What follows belongs to an exercise in optimizing a design on an open flow for small area, a short achievable clock period and few clock cycles; a production flow would make more cautious choices. Only simulation tests tie the RTL to the original design; equivalence was not proved. Power and IR drop assume default switching activity.

Setup of oak:
==> flow/design.v (excerpt) <==
module cpu_core(
    input  logic                clock,
    input  logic                reset_i,
    input  logic [31:0]         instr_i,
    input  logic [31:0]         dmem_rdata_i,
    output logic [31:0]         imem_addr_o,
    output logic [31:0]         dmem_addr_o,
    output logic [31:0]         dmem_wdata_o,
    output logic                dmem_wren_o
);
    logic        redir;        
    logic        kill_q;       
    logic [31:0] redir_pc;
    logic [31:0] pc_q;
    logic [31:0] f_pc1;
    logic [31:0] f_tgt_b;
    logic [31:0] f_tgt_j;
    logic [31:0] f_pred_pc;
    logic [31:0] f_alt;
    logic [4:0]  f_op;
    logic        f_isbr;
    logic        f_isj;
    logic        f_back;
    assign f_op    = instr_i[31:27];
    assign f_isbr  = (f_op == 5'b00010) || (f_op == 5'b00110);
    assign f_isj   = (f_op == 5'b00001) || (f_op == 5'b00011);
    assign f_back  = instr_i[16];
    assign f_pc1   = pc_q + 32'd1;
    assign f_tgt_j = {{5{instr_i[26]}}, instr_i[26:0]};
    cpu_add i_tgt (
        .a_i   (pc_q),
        .b_i   ({{15{instr_i[16]}}, instr_i[16:0]}),
        .c_i   (1'b1),
        .sum_o (f_tgt_b)
    );
    always_comb begin
        if (f_isj)                 f_pred_pc = f_tgt_j;
        else if (f_isbr && f_back) f_pred_pc = f_tgt_b;
  ...
For scale: about 160 I/O pins, about 70000 um^2 of cells after synthesis.
Settings: LEC_CHECK=0, CAP_MARGIN=20, CORE_MARGIN=2, CORE_UTILIZATION=40, CTS_BUF_LIST=sky130_fd_sc_hd__clkbuf_8, CTS_CLUSTER_SIZE=20, PLACE_DENSITY=0.55, SLEW_MARGIN=20, SYNTH_HIERARCHICAL=1, TNS_END_PERCENT=10; clock period 9.0 ns.
standard.sh (not shown) runs the stock make flow with config.mk's settings and CLKGATE_MAP_FILE= SYNTH_SCRIPT=/design/flow/synth_recipe.tcl, a recipe that flattens the netlist after the stock synthesis.
==> flow/flow/run.sh <==
#!/bin/bash
set -euo pipefail
cd "$(dirname "${BASH_SOURCE[0]}")/.."
bash standard.sh SETUP_SLACK_MARGIN=5.7 \
    "BUFFER_PORTS_ARGS=-buffer_cell sky130_fd_sc_hd__buf_4" \
    finish > standard.log 2>&1
Testbench counts of oak, summed over its fixed seeds: cycles 45,237.
--- input diff oak..pine ---
-- flow/design.v --
<<< oak, line 93
    logic        f_isbr;
    logic        f_isj;
    logic        f_back;
    assign f_op    = instr_i[31:27];
    assign f_isbr  = (f_op == 5'b00010) || (f_op == 5'b00110);
    assign f_isj   = (f_op == 5'b00001) || (f_op == 5'b00011);
    assign f_back  = instr_i[16];
    assign f_pc1   = pc_q + 32'd1;
>>> pine, line 93
    logic        f_isbr;
    logic        f_isj;
    logic        f_isjr;
    logic        f_back;
    logic [9:0]  ras_q;
    assign f_op    = instr_i[31:27];
    assign f_isbr  = (f_op == 5'b00010) || (f_op == 5'b00110);
    assign f_isj   = (f_op == 5'b00001) || (f_op == 5'b00011);
    assign f_isjr  = (f_op == 5'b00100);
    assign f_back  = instr_i[16];
    assign f_pc1   = pc_q + 32'd1;
<<< oak, line 108
    always_comb begin
        if (f_isj)                 f_pred_pc = f_tgt_j;
        else if (f_isbr && f_back) f_pred_pc = f_tgt_b;
        else                       f_pred_pc = f_pc1;
    end
    assign f_alt = (f_isbr && !f_back) ? f_tgt_b : f_pc1;
    logic [31:1] f_sel_a;
    logic [31:1] f_sel_b;
>>> pine, line 111
    always_comb begin
        if (f_isj)                 f_pred_pc = f_tgt_j;
        else if (f_isjr)           f_pred_pc = {22'd0, ras_q};
        else if (f_isbr && f_back) f_pred_pc = f_tgt_b;
        else                       f_pred_pc = f_pc1;
    end
    always_comb begin
        if (f_isbr && !f_back) f_alt = f_tgt_b;
        else if (f_isjr)       f_alt = {22'd0, ras_q};
        else                   f_alt = f_pc1;
    end
    always_ff @(posedge clock) begin
        if (reset_i) begin
            ras_q <= '0;
        end else if (!redir && f_op == 5'b00011) begin
            ras_q <= f_pc1[9:0];
        end
    end
    logic [31:1] f_sel_a;
    logic [31:1] f_sel_b;
<<< oak, line 310
    logic [31:0] e_oth;
    logic        e_ne;
    logic        e_lt;
    assign e_a = ({32{de_fa_ld}}  & dmem_rdata_i) | ({32{de_fa_sum}} & xm_sum) |
>>> pine, line 325
    logic [31:0] e_oth;
    logic        e_ne;
    logic        e_jrne;
    logic        e_lt;
    assign e_a = ({32{de_fa_ld}}  & dmem_rdata_i) | ({32{de_fa_sum}} & xm_sum) |
<<< oak, line 352
    );
    assign e_ne = (e_a != e_c);
    assign redir    = !kill_q &&
                      ((de_bne_t && !e_ne) || (de_bne_n && e_ne) ||
                       (de_blt_t && !e_lt) || (de_blt_n && e_lt) || de_jr);
    assign redir_pc = de_jr ? e_c : de_alt;
    always_ff @(posedge clock) begin
>>> pine, line 368
    );
    assign e_ne = (e_a != e_c);
    assign e_jrne = (e_c != de_alt);
    assign redir    = !kill_q &&
                      ((de_bne_t && !e_ne) || (de_bne_n && e_ne) ||
                       (de_blt_t && !e_lt) || (de_blt_n && e_lt) || (de_jr && e_jrne));
    assign redir_pc = de_jr ? e_c : de_alt;
    always_ff @(posedge clock) begin
[summary]
- The final reports for pine and oak show sequential cell area higher in the former.
- pine can be clocked slower than oak.
- Measured against each other, oak and pine differ in number of cells in the finished layout apart from fillers, the higher figure coming from pine.
- When pine is set beside oak, its largest fanout on the critical path turns out to be 22 smaller.
- Against oak, pine comes in 0.14 ns lower on minimum setup slack in the final design.
- Relative to oak, the flop and latch count out of synthesis of pine is higher by about 0.7%.
- Going from oak to pine, the combinational power was found to have gone up by about 22%.
- pine vs oak — design area climbed by a few percent
- Looking at insertion delay of the later-clocked pin in the worst-skew pair, pine sits 0.05 ns above oak.
- Of pine and oak, it is pine that has the higher met1 wire length.
- Number of signal-net inverters in the final layout in pine is about 13% below oak.
- Mux cell area share after synthesis down 0.74 points in pine wrt oak
- On total number of tap cells: pine sits above oak.
Testbench counts of pine, summed over its fixed seeds: cycles 44,459.

## static timing again, ports no longer ideal
The results above use ideal ports. As a check the final layouts listed here were re-extracted and re-timed, cells and wires unchanged. Step 1 (the two cells are an assumption about what drives the block):
set clk [get_ports {clock}]
set_driving_cell -lib_cell sky130_fd_sc_hd__clkbuf_16 $clk
set_driving_cell -lib_cell sky130_fd_sc_hd__buf_2 [delete_from_list [all_inputs] $clk]
Step 2 times the ports against the registers' clock, not the clock port: input delays grow and output delays shrink by t, the midpoint of the rising clock arrivals with the driver on. a / b / c = ideal / step 1 / step 2; a / b = the first two.
run | t (ns) | slack for setup (ns) | hold slack, ns | worst register clock-pin slew, ns | cell pins on the clock port's net
oak | 1.069 | 5.194 / 5.171 / 4.102 | 0.324 / 0.324 / 0.324 | 0.08 / 0.08 | 1
pine | 1.100 | 5.051 / 5.017 / 4.009 | 0.307 / 0.307 / 0.307 | 0.07 / 0.07 | 1
After both steps setup and hold are still met in every run listed. For oak, which loses most, drivers alone change the setup slack by -0.023 ns; drivers and shift together by -1.092 ns.
